Source: an optimization exercise on an open RTL-to-GDS flow (aim: small area, a short achievable clock period and few clock cycles per item). Production flows keep margins and buffers that such runs may drop.
Where RTL was checked, it was by simulation tests only, not by an equivalence proof against the original.

==> inputs of run D <==
Design quad_disc_root, start of the top module:
module quad_disc_root #(
   parameter int W_IN   = quad_pkg::W_IN_DEF,
   parameter int W_DISC = 2*W_IN + 2,
   parameter int W_ROOT = W_IN + 1
) (
   input  logic                     CLK,
   input  logic                     RST,
   input  logic                     START,
   input  logic signed [W_IN-1:0]   A,
   input  logic signed [W_IN-1:0]   B,
   input  logic signed [W_IN-1:0]   C,
   output logic                     BUSY,
   output logic                     DONE,
   output logic signed [W_DISC-1:0] DISC,
   output logic        [W_ROOT-1:0] SQRT,
   output logic                     EXACT,
   output logic        [1:0]        ST
);
   logic        v0;
   logic [15:0] a0, b0;
   logic [7:0]  one0, two0, neg0;
   logic [16:0] cx;
   assign cx = {C, 1'b0};
   always_ff @(posedge CLK) begin
      v0 <= START & ~RST;
      a0 <= A;
      b0 <= B;
      for (int k = 0; k < 8; k++) begin
         one0[k] <= cx[2*k+1] ^ cx[2*k];
         two0[k] <= (cx[2*k+2] & ~cx[2*k+1] & ~cx[2*k]) | (~cx[2*k+2] & cx[2*k+1] & cx[2*k]);
         neg0[k] <= ~cx[2*k+2] & (cx[2*k+1] | cx[2*k]);
      end
   end
   wire cshs0, cshc0;
  ...
export LEC_CHECK = 0
export CAP_MARGIN = 20
export CORE_MARGIN = 2
export CORE_UTILIZATION = 75
export CTS_CLUSTER_DIAMETER = 100
export CTS_CLUSTER_SIZE = 25
export SLEW_MARGIN = 20
create_clock -name core_clock -period 13.5 [get_ports {CLK}]
standard.sh (not shown) runs the stock make flow with config.mk's settings and CLKGATE_MAP_FILE= SYNTH_SCRIPT=/design/flow/synth_recipe.tcl, a recipe that flattens the netlist after the stock synthesis.
==> flow/flow/run.sh <==
#!/bin/bash
# Layout: the standard flow (standard.sh: ORFS synthesis through finish)
# with two changes: the buffers that ORFS puts on every input and output port
# are sky130_fd_sc_hd__buf_2 instead of the delay cell buffer_ports picks by
# default, and the timing repair after clock-tree synthesis and global routing
# aims for a setup slack margin, so it sizes the critical paths.
set -o pipefail
export BUFFER_PORTS_ARGS="-buffer_cell sky130_fd_sc_hd__buf_2"
export SETUP_SLACK_MARGIN=9.8
bash standard.sh > standard.log 2>&1
==> run K: changes against run D <==
CORE_UTILIZATION = 60   (was 75)
==> run C: changes against run D <==
--- a/flow/design.v
+++ b/flow/design.v
@@ -1257,38 +1257,26 @@
          m10_0 = u10_0[17:0];
       end else begin
          r10_0 = {r9, 2'd3};
          m10_0 = x10_0[17:0];
       end
    end
-   logic        v10;
-   logic [1:0]  c10;
-   logic [33:0] d10;
-   logic [16:0] r10;
-   logic [17:0] m10;
-   always_ff @(posedge CLK) begin
-      v10 <= v9 & ~RST;
-      c10 <= c9;
-      d10 <= d9;
-      r10 <= r10_0;
-      m10 <= m10_0;
-   end
    always_ff @(posedge CLK) begin
       if (RST) begin
          DONE  <= 1'b0;
          DISC  <= '0;
          SQRT  <= '0;
          EXACT <= 1'b0;
          ST    <= quad_pkg::ST_NONE;
       end else begin
-         DONE <= v10;
-         if (v10) begin
-            DISC  <= d10;
-            SQRT  <= (c10 == quad_pkg::ST_TWO) ? ~r10 : 17'd0;
-            EXACT <= (c10 == quad_pkg::ST_DOUBLE) ||
-                     (c10 == quad_pkg::ST_TWO && m10 == 18'd0);
-            ST    <= c10;
+         DONE <= v9;
+         if (v9) begin
+            DISC  <= d9;
+            SQRT  <= (c9 == quad_pkg::ST_TWO) ? ~r10_0 : 17'd0;
+            EXACT <= (c9 == quad_pkg::ST_DOUBLE) ||
+                     (c9 == quad_pkg::ST_TWO && m10_0 == 18'd0);
+            ST    <= c9;
          end
       end
    end
    assign BUSY = 1'b0;
 endmodule
CORE_UTILIZATION = 60   (was 75)
==> impl_results.md <==
* Fmax at 266 MHz
* WL met2 at 45,600 microns
* Biggest cell delay along the critical path at 0.36 ns
* Share of the synthesized area in the top cell type at 36.0%
* Hold slack final at 0.324 ns
* Gpl congestion at 0.988
* Status: timing/DRC/antenna clean
* Xor/xnor cell area share of the yosys netlist at 8.66%
* Sequential share of cell area at 33.9%
* Via count at 27,300
* GRT Util Overall at 27.4%
# the run above: run K

==> impl_results.md <==
* Multi-In Gates at 2,676
* Hold slack final at 0.327 ns
* Via count at 26,500
* Post-Synthesis Cells at 3,741
* GRT Util Overall at 27.5%
* Largest cell class: multi-input combinational cells
* CP Capture Type: flip-flop
* Clock Skew at 0.0232 ns
* WHS Endpoint: d8[7]
* WL met2 at 43,200 microns
* Sequential share of cell area at 31.9%
* Status: timing/DRC/antenna clean
* PostCTS Resize Cnt at 130
* Remaining Overflow, GRT at 0
* Xor/xnor cell area share of the yosys netlist at 8.87%
* Fmax at 263 MHz
* Share of the synthesized area in the top cell type at 33.9%
* Biggest cell delay along the critical path at 0.34 ns
* Placed Instance Area at 38,000 sq um
# the run above: run C

==> impl_results.md <==
* Fmax at 265 MHz
* Post-CTS Setup Bufs at 14
* WL met2 at 47,800 microns
* Via count at 28,700
* Gpl congestion at 1.00
* Share of the synthesized area in the top cell type at 36.0%
* Status: timing/DRC/antenna clean
* Biggest cell delay along the critical path at 0.36 ns
* Hold slack final at 0.325 ns
* Final Hold Viols at 0
* Sequential share of cell area at 34.0%
# the run above: run D

Testbench counts of run D, summed over its fixed seeds: cycles 2,496, items 2,400.
Testbench counts of run K, summed over its fixed seeds: cycles 2,496, items 2,400.
The RTL of run C was laid out without a check of its function.

* * *

==> wip/ember: inputs <==
Another version of the RTL of quad_disc_root (not shown whole).
clock: 13.5 ns
lec_check: 0
abc_area: 1
cap_margin: 20
core_margin: 2
core_utilization: 60
cts_cluster_diameter: 100
cts_cluster_size: 25
slew_margin: 20
run.sh (not shown) runs the stock make flow with config.mk's settings and CLKGATE_MAP_FILE= SYNTH_SCRIPT=/design/flow/synth_recipe.tcl, a recipe that flattens the netlist after the stock synthesis.
Stock flow here: none of the scripts above is used.
==> wip/maple: changes against wip/ember <==
==> flow/flow/run.sh (new file) <==
#!/bin/bash
# Layout: the standard flow (standard.sh: ORFS synthesis through finish)
# with two changes: the buffers that ORFS puts on every input and output port
# are sky130_fd_sc_hd__buf_2 instead of the delay cell buffer_ports picks by
# default, and the timing repair after clock-tree synthesis and global routing
# aims for a setup slack margin, so it sizes the critical paths.
set -o pipefail
export BUFFER_PORTS_ARGS="-buffer_cell sky130_fd_sc_hd__buf_2"
export SETUP_SLACK_MARGIN=9.8
bash standard.sh > standard.log 2>&1
==> flow/standard.sh (new file) <==
#!/bin/bash
# synth_recipe.tcl (not shown) runs the flow's synth.tcl, then flattens the netlist and writes it again
# the make line also repeats each setting of config.mk as NAME=value (left out here)
make -C /OpenROAD-flow-scripts/flow DESIGN_CONFIG=/design/flow/config.mk WORK_HOME=/design/flow/orfs CLKGATE_MAP_FILE= SYNTH_SCRIPT=/design/flow/synth_recipe.tcl "${@:-finish}"
removed: flow/run.sh
==> wip/fjord: changes against wip/ember <==
==> flow/flow/run.sh (new file) <==
#!/bin/bash
# Layout: the standard flow (standard.sh: ORFS synthesis through finish)
# with one change: the buffers that ORFS puts on every input and output port
# are sky130_fd_sc_hd__buf_2 instead of the delay cell buffer_ports picks by
# default, so the ports' own buffers do not slow the input and output paths.
set -o pipefail
export BUFFER_PORTS_ARGS="-buffer_cell sky130_fd_sc_hd__buf_2"
bash standard.sh > standard.log 2>&1
==> flow/standard.sh (new file) <==
#!/bin/bash
# synth_recipe.tcl (not shown) runs the flow's synth.tcl, then flattens the netlist and writes it again
# the make line also repeats each setting of config.mk as NAME=value (left out here)
make -C /OpenROAD-flow-scripts/flow DESIGN_CONFIG=/design/flow/config.mk WORK_HOME=/design/flow/orfs CLKGATE_MAP_FILE= SYNTH_SCRIPT=/design/flow/synth_recipe.tcl "${@:-finish}"
removed: flow/run.sh
==> results.json <==
{
  "area_growth_pct": 6.18,
  "status": "finished clean",
  "critPathCapture": "m9[12]"
}
The numbers above come from wip/fjord.

==> results.json <==
{
  "grt_pass1_vias": 26061,
  "place_area_sq_um": 35000,
  "postCtsSetupBuffers": 19,
  "status": "finished clean",
  "drt-initial-drc-count": 1868,
  "area_growth_pct": 10.7,
  "grt_use_met2_pct": 53.2
}
The numbers above come from wip/maple.

==> results.json <==
{
  "status": "finished clean",
  "clock.fmax_mhz": 221,
  "startpoint_type": "primary input",
  "area_growth_pct": 7.81
}
The numbers above come from wip/ember.

Testbench counts of wip/ember, summed over its fixed seeds: cycles 2,488, items 2,400.
Testbench counts of wip/maple, summed over its fixed seeds: cycles 2,488, items 2,400.
Testbench counts of wip/fjord, summed over its fixed seeds: cycles 2,488, items 2,400.

* * *

==> v8 <==
Another version of the RTL of quad_disc_root (not shown whole).
export LEC_CHECK = 0
export CAP_MARGIN = 20
export CORE_MARGIN = 2
export CORE_UTILIZATION = 30
export SLEW_MARGIN = 20
create_clock -name core_clock -period 13.5 [get_ports {CLK}]
standard.sh (not shown) runs the stock make flow with config.mk's settings and CLKGATE_MAP_FILE= SYNTH_SCRIPT=/design/flow/synth_recipe.tcl, a recipe that flattens the netlist after the stock synthesis.
==> flow/flow/run.sh <==
#!/bin/bash
# Layout: the standard flow (standard.sh: ORFS synthesis through finish)
# with two changes: the buffers that ORFS puts on every input and output port
# are sky130_fd_sc_hd__buf_2 instead of the delay cell buffer_ports picks by
# default, and the timing repair after clock-tree synthesis and global routing
# aims for a setup slack margin, so it sizes the critical paths.
set -o pipefail
export BUFFER_PORTS_ARGS="-buffer_cell sky130_fd_sc_hd__buf_2"
export SETUP_SLACK_MARGIN=9.8
bash standard.sh > standard.log 2>&1
==> inputs of v7, as changes to v8 <==
--- a/flow/design.v
+++ b/flow/design.v
@@ -1389,31 +1389,31 @@
    end
    logic [3:0] t3_0;
    logic [0:0] r3_0;
    logic [1:0] m3_0;
    assign t3_0 = 4'(d2[33:32]) - 4'(2'b01);
-   assign r3_0 = ~t3_0[3];
+   assign r3_0 = t3_0[3];
    assign m3_0 = t3_0[3] ? 2'(d2[33:32]) : t3_0[1:0];
    logic [6:0] x3_1, u3_1, v3_1, y3_1;
    logic [2:0] r3_1;
    logic [3:0] m3_1;
    assign x3_1 = 7'({m3_0, d2[31:28]});
-   assign u3_1 = x3_1 - 7'({r3_0, 3'b001});
-   assign v3_1 = x3_1 - 7'({r3_0, 4'b0100});
-   assign y3_1 = x3_1 - 7'({r3_0, 4'b0000}) - 7'({r3_0, 3'b000}) - 7'(9);
+   assign u3_1 = x3_1 + {3'b111, r3_0, 3'b111};
+   assign v3_1 = x3_1 + {2'b11, r3_0, 4'b1100};
+   assign y3_1 = x3_1 + {2'b11, r3_0, 4'b1111} + {3'b111, r3_0, 3'b111} - 7'(7);
    always_comb begin
       if (!y3_1[6]) begin
-         r3_1 = {r3_0, 2'd3};
+         r3_1 = {r3_0, 2'd0};
          m3_1 = y3_1[3:0];
       end else if (!v3_1[6]) begin
-         r3_1 = {r3_0, 2'd2};
+         r3_1 = {r3_0, 2'd1};
          m3_1 = v3_1[3:0];
       end else if (!u3_1[6]) begin
-         r3_1 = {r3_0, 2'd1};
+         r3_1 = {r3_0, 2'd2};
          m3_1 = u3_1[3:0];
       end else begin
-         r3_1 = {r3_0, 2'd0};
+         r3_1 = {r3_0, 2'd3};
          m3_1 = x3_1[3:0];
       end
    end
    logic [1:0] c3_n;
    always_comb begin
@@ -1436,25 +1436,25 @@
    end
    logic [8:0] x4_0, u4_0, v4_0, y4_0;
    logic [4:0] r4_0;
    logic [5:0] m4_0;
    assign x4_0 = 9'({m3, d3[27:24]});
-   assign u4_0 = x4_0 - 9'({r3, 3'b001});
-   assign v4_0 = x4_0 - 9'({r3, 4'b0100});
-   assign y4_0 = x4_0 - 9'({r3, 4'b0000}) - 9'({r3, 3'b000}) - 9'(9);
+   assign u4_0 = x4_0 + {3'b111, r3, 3'b111};
+   assign v4_0 = x4_0 + {2'b11, r3, 4'b1100};
+   assign y4_0 = x4_0 + {2'b11, r3, 4'b1111} + {3'b111, r3, 3'b111} - 9'(7);
    always_comb begin
       if (!y4_0[8]) begin
-         r4_0 = {r3, 2'd3};
+         r4_0 = {r3, 2'd0};
          m4_0 = y4_0[5:0];
       end else if (!v4_0[8]) begin
-         r4_0 = {r3, 2'd2};
+         r4_0 = {r3, 2'd1};
          m4_0 = v4_0[5:0];
       end else if (!u4_0[8]) begin
-         r4_0 = {r3, 2'd1};
+         r4_0 = {r3, 2'd2};
          m4_0 = u4_0[5:0];
       end else begin
-         r4_0 = {r3, 2'd0};
+         r4_0 = {r3, 2'd3};
          m4_0 = x4_0[5:0];
       end
    end
    logic        v4;
    logic [1:0]  c4;
@@ -1470,25 +1470,25 @@
    end
    logic [10:0] x5_0, u5_0, v5_0, y5_0;
    logic [6:0] r5_0;
    logic [7:0] m5_0;
    assign x5_0 = 11'({m4, d4[23:20]});
-   assign u5_0 = x5_0 - 11'({r4, 3'b001});
-   assign v5_0 = x5_0 - 11'({r4, 4'b0100});
-   assign y5_0 = x5_0 - 11'({r4, 4'b0000}) - 11'({r4, 3'b000}) - 11'(9);
+   assign u5_0 = x5_0 + {3'b111, r4, 3'b111};
+   assign v5_0 = x5_0 + {2'b11, r4, 4'b1100};
+   assign y5_0 = x5_0 + {2'b11, r4, 4'b1111} + {3'b111, r4, 3'b111} - 11'(7);
    always_comb begin
       if (!y5_0[10]) begin
-         r5_0 = {r4, 2'd3};
+         r5_0 = {r4, 2'd0};
          m5_0 = y5_0[7:0];
       end else if (!v5_0[10]) begin
-         r5_0 = {r4, 2'd2};
+         r5_0 = {r4, 2'd1};
          m5_0 = v5_0[7:0];
       end else if (!u5_0[10]) begin
-         r5_0 = {r4, 2'd1};
+         r5_0 = {r4, 2'd2};
          m5_0 = u5_0[7:0];
       end else begin
-         r5_0 = {r4, 2'd0};
+         r5_0 = {r4, 2'd3};
          m5_0 = x5_0[7:0];
       end
    end
    logic        v5;
    logic [1:0]  c5;
@@ -1504,25 +1504,25 @@
    end
    logic [12:0] x6_0, u6_0, v6_0, y6_0;
    logic [8:0] r6_0;
    logic [9:0] m6_0;
    assign x6_0 = 13'({m5, d5[19:16]});
-   assign u6_0 = x6_0 - 13'({r5, 3'b001});
-   assign v6_0 = x6_0 - 13'({r5, 4'b0100});
-   assign y6_0 = x6_0 - 13'({r5, 4'b0000}) - 13'({r5, 3'b000}) - 13'(9);
+   assign u6_0 = x6_0 + {3'b111, r5, 3'b111};
+   assign v6_0 = x6_0 + {2'b11, r5, 4'b1100};
+   assign y6_0 = x6_0 + {2'b11, r5, 4'b1111} + {3'b111, r5, 3'b111} - 13'(7);
    always_comb begin
       if (!y6_0[12]) begin
-         r6_0 = {r5, 2'd3};
+         r6_0 = {r5, 2'd0};
          m6_0 = y6_0[9:0];
       end else if (!v6_0[12]) begin
-         r6_0 = {r5, 2'd2};
+         r6_0 = {r5, 2'd1};
          m6_0 = v6_0[9:0];
       end else if (!u6_0[12]) begin
-         r6_0 = {r5, 2'd1};
+         r6_0 = {r5, 2'd2};
          m6_0 = u6_0[9:0];
       end else begin
-         r6_0 = {r5, 2'd0};
+         r6_0 = {r5, 2'd3};
          m6_0 = x6_0[9:0];
       end
    end
    logic        v6;
    logic [1:0]  c6;
@@ -1538,25 +1538,25 @@
    end
    logic [14:0] x7_0, u7_0, v7_0, y7_0;
    logic [10:0] r7_0;
    logic [11:0] m7_0;
    assign x7_0 = 15'({m6, d6[15:12]});
-   assign u7_0 = x7_0 - 15'({r6, 3'b001});
-   assign v7_0 = x7_0 - 15'({r6, 4'b0100});
-   assign y7_0 = x7_0 - 15'({r6, 4'b0000}) - 15'({r6, 3'b000}) - 15'(9);
+   assign u7_0 = x7_0 + {3'b111, r6, 3'b111};
+   assign v7_0 = x7_0 + {2'b11, r6, 4'b1100};
+   assign y7_0 = x7_0 + {2'b11, r6, 4'b1111} + {3'b111, r6, 3'b111} - 15'(7);
    always_comb begin
       if (!y7_0[14]) begin
-         r7_0 = {r6, 2'd3};
+         r7_0 = {r6, 2'd0};
          m7_0 = y7_0[11:0];
       end else if (!v7_0[14]) begin
-         r7_0 = {r6, 2'd2};
+         r7_0 = {r6, 2'd1};
          m7_0 = v7_0[11:0];
       end else if (!u7_0[14]) begin
-         r7_0 = {r6, 2'd1};
+         r7_0 = {r6, 2'd2};
          m7_0 = u7_0[11:0];
       end else begin
-         r7_0 = {r6, 2'd0};
+         r7_0 = {r6, 2'd3};
          m7_0 = x7_0[11:0];
       end
    end
    logic        v7;
    logic [1:0]  c7;
@@ -1572,25 +1572,25 @@
    end
    logic [16:0] x8_0, u8_0, v8_0, y8_0;
    logic [12:0] r8_0;
    logic [13:0] m8_0;
    assign x8_0 = 17'({m7, d7[11:8]});
-   assign u8_0 = x8_0 - 17'({r7, 3'b001});
-   assign v8_0 = x8_0 - 17'({r7, 4'b0100});
-   assign y8_0 = x8_0 - 17'({r7, 4'b0000}) - 17'({r7, 3'b000}) - 17'(9);
+   assign u8_0 = x8_0 + {3'b111, r7, 3'b111};
+   assign v8_0 = x8_0 + {2'b11, r7, 4'b1100};
+   assign y8_0 = x8_0 + {2'b11, r7, 4'b1111} + {3'b111, r7, 3'b111} - 17'(7);
    always_comb begin
       if (!y8_0[16]) begin
-         r8_0 = {r7, 2'd3};
+         r8_0 = {r7, 2'd0};
          m8_0 = y8_0[13:0];
       end else if (!v8_0[16]) begin
-         r8_0 = {r7, 2'd2};
+         r8_0 = {r7, 2'd1};
          m8_0 = v8_0[13:0];
       end else if (!u8_0[16]) begin
-         r8_0 = {r7, 2'd1};
+         r8_0 = {r7, 2'd2};
          m8_0 = u8_0[13:0];
       end else begin
-         r8_0 = {r7, 2'd0};
+         r8_0 = {r7, 2'd3};
          m8_0 = x8_0[13:0];
       end
    end
    logic        v8;
    logic [1:0]  c8;
@@ -1606,25 +1606,25 @@
    end
    logic [18:0] x9_0, u9_0, v9_0, y9_0;
    logic [14:0] r9_0;
    logic [15:0] m9_0;
    assign x9_0 = 19'({m8, d8[7:4]});
-   assign u9_0 = x9_0 - 19'({r8, 3'b001});
-   assign v9_0 = x9_0 - 19'({r8, 4'b0100});
-   assign y9_0 = x9_0 - 19'({r8, 4'b0000}) - 19'({r8, 3'b000}) - 19'(9);
+   assign u9_0 = x9_0 + {3'b111, r8, 3'b111};
+   assign v9_0 = x9_0 + {2'b11, r8, 4'b1100};
+   assign y9_0 = x9_0 + {2'b11, r8, 4'b1111} + {3'b111, r8, 3'b111} - 19'(7);
    always_comb begin
       if (!y9_0[18]) begin
-         r9_0 = {r8, 2'd3};
+         r9_0 = {r8, 2'd0};
          m9_0 = y9_0[15:0];
       end else if (!v9_0[18]) begin
-         r9_0 = {r8, 2'd2};
+         r9_0 = {r8, 2'd1};
          m9_0 = v9_0[15:0];
       end else if (!u9_0[18]) begin
-         r9_0 = {r8, 2'd1};
+         r9_0 = {r8, 2'd2};
          m9_0 = u9_0[15:0];
       end else begin
-         r9_0 = {r8, 2'd0};
+         r9_0 = {r8, 2'd3};
          m9_0 = x9_0[15:0];
       end
    end
    logic        v9;
    logic [1:0]  c9;
@@ -1640,25 +1640,25 @@
    end
    logic [20:0] x10_0, u10_0, v10_0, y10_0;
    logic [16:0] r10_0;
    logic [17:0] m10_0;
    assign x10_0 = 21'({m9, d9[3:0]});
-   assign u10_0 = x10_0 - 21'({r9, 3'b001});
-   assign v10_0 = x10_0 - 21'({r9, 4'b0100});
-   assign y10_0 = x10_0 - 21'({r9, 4'b0000}) - 21'({r9, 3'b000}) - 21'(9);
+   assign u10_0 = x10_0 + {3'b111, r9, 3'b111};
+   assign v10_0 = x10_0 + {2'b11, r9, 4'b1100};
+   assign y10_0 = x10_0 + {2'b11, r9, 4'b1111} + {3'b111, r9, 3'b111} - 21'(7);
    always_comb begin
       if (!y10_0[20]) begin
-         r10_0 = {r9, 2'd3};
+         r10_0 = {r9, 2'd0};
          m10_0 = y10_0[17:0];
       end else if (!v10_0[20]) begin
-         r10_0 = {r9, 2'd2};
+         r10_0 = {r9, 2'd1};
          m10_0 = v10_0[17:0];
       end else if (!u10_0[20]) begin
-         r10_0 = {r9, 2'd1};
+         r10_0 = {r9, 2'd2};
          m10_0 = u10_0[17:0];
       end else begin
-         r10_0 = {r9, 2'd0};
+         r10_0 = {r9, 2'd3};
          m10_0 = x10_0[17:0];
       end
    end
    logic        v10;
    logic [1:0]  c10;
@@ -1681,11 +1681,11 @@
          ST    <= quad_pkg::ST_NONE;
       end else begin
          DONE <= v10;
          if (v10) begin
             DISC  <= d10;
-            SQRT  <= (c10 == quad_pkg::ST_TWO) ? r10 : 17'd0;
+            SQRT  <= (c10 == quad_pkg::ST_TWO) ? ~r10 : 17'd0;
             EXACT <= (c10 == quad_pkg::ST_DOUBLE) ||
                      (c10 == quad_pkg::ST_TWO && m10 == 18'd0);
             ST    <= c10;
          end
       end
--- a/flow/config.mk
+++ b/flow/config.mk
@@ -5,7 +5,7 @@
 export SDC_FILE = /design/flow/constraint.sdc
 export NUM_CORES = 4
 export LEC_CHECK = 0
 export CAP_MARGIN = 20
 export CORE_MARGIN = 2
-export CORE_UTILIZATION = 30
+export CORE_UTILIZATION = 60
 export SLEW_MARGIN = 20
==> impl_metrics.xml <==
<?xml version="1.0" encoding="UTF-8"?>
<metrics>
  <group name="status">
    <metric name="run_status" unit="">timing/DRC/antenna clean</metric>
  </group>
  <group name="final_layout">
    <metric name="layout.area.seq" unit="sq um">14400</metric>
    <metric name="multi_input_area" unit="sq um">24900</metric>
    <metric name="layout.core_utilization" unit="%">67.6</metric>
    <metric name="most-common-layout-cells" unit="">dfxtp_1, inv_1, nand2_1, fa_1, ha_1</metric>
  </group>
  <group name="drt">
    <metric name="dr_wl_met2" unit="um">44200</metric>
  </group>
  <group name="die">
    <metric name="n_tap_cell" unit="">882</metric>
  </group>
  <group name="sta">
    <metric name="timing.fmax" unit="MHz">263</metric>
  </group>
  <group name="setup_path">
    <metric name="regToRegSetupSlack" unit="ns">9.86</metric>
  </group>
</metrics>
# the run above: v7

==> impl_metrics.xml <==
<?xml version="1.0" encoding="UTF-8"?>
<metrics>
  <group name="status">
    <metric name="run_status" unit="">timing/DRC/antenna clean</metric>
  </group>
  <group name="die">
    <metric name="n_tap_cell" unit="">1876</metric>
  </group>
  <group name="final_layout">
    <metric name="multi_input_area" unit="sq um">25000</metric>
    <metric name="most-common-layout-cells" unit="">inv_1, dfxtp_1, nand2_1, ha_1, fa_1</metric>
    <metric name="layout.area.seq" unit="sq um">14400</metric>
  </group>
</metrics>
# the run above: v8

Function was not checked in any run of this note: the RTL went through the layout flow alone.

what the ideal ports hide:
The results above use ideal ports. As a check the final layouts listed here were re-extracted and re-timed, cells and wires unchanged.
Step 1 (the two cells are an assumption about what drives the block):
set clk [get_ports {CLK}]
set_driving_cell -lib_cell sky130_fd_sc_hd__clkbuf_16 $clk
set_driving_cell -lib_cell sky130_fd_sc_hd__buf_2 [delete_from_list [all_inputs] $clk]
Step 2, shift: input delay + t, output delay - t, t = (earliest + latest rising clock arrival at the registers) / 2. This alone moves slack from input paths to output paths.
Three values: no drivers, after step 1, after step 2; two values: the first two.
run | shift t [ns] | setup slack, ns | worst setup path at the end
run D | 0.647 | 9.729 / 9.666 / 9.739 | input to register
run K | 0.649 | 9.741 / 9.675 / 9.796 | input to register
run C | 0.674 | 9.691 / 9.637 / 9.058 | input to register
wip/ember | 0.631 | 8.982 / 9.017 / 8.386 | input to register
wip/maple | 0.633 | 9.741 / 9.678 / 9.300 | input to register
wip/fjord | 0.633 | 9.191 / 9.191 / 9.191 | register to register
v8 | 0.738 | 9.642 / 9.569 / 9.487 | input to register
v7 | 0.690 | 9.702 / 9.636 / 9.613 | input to register
After both steps setup and hold are still met in every run listed. For run C, which loses most, drivers alone change the setup slack by -0.054 ns; drivers and shift together by -0.633 ns.
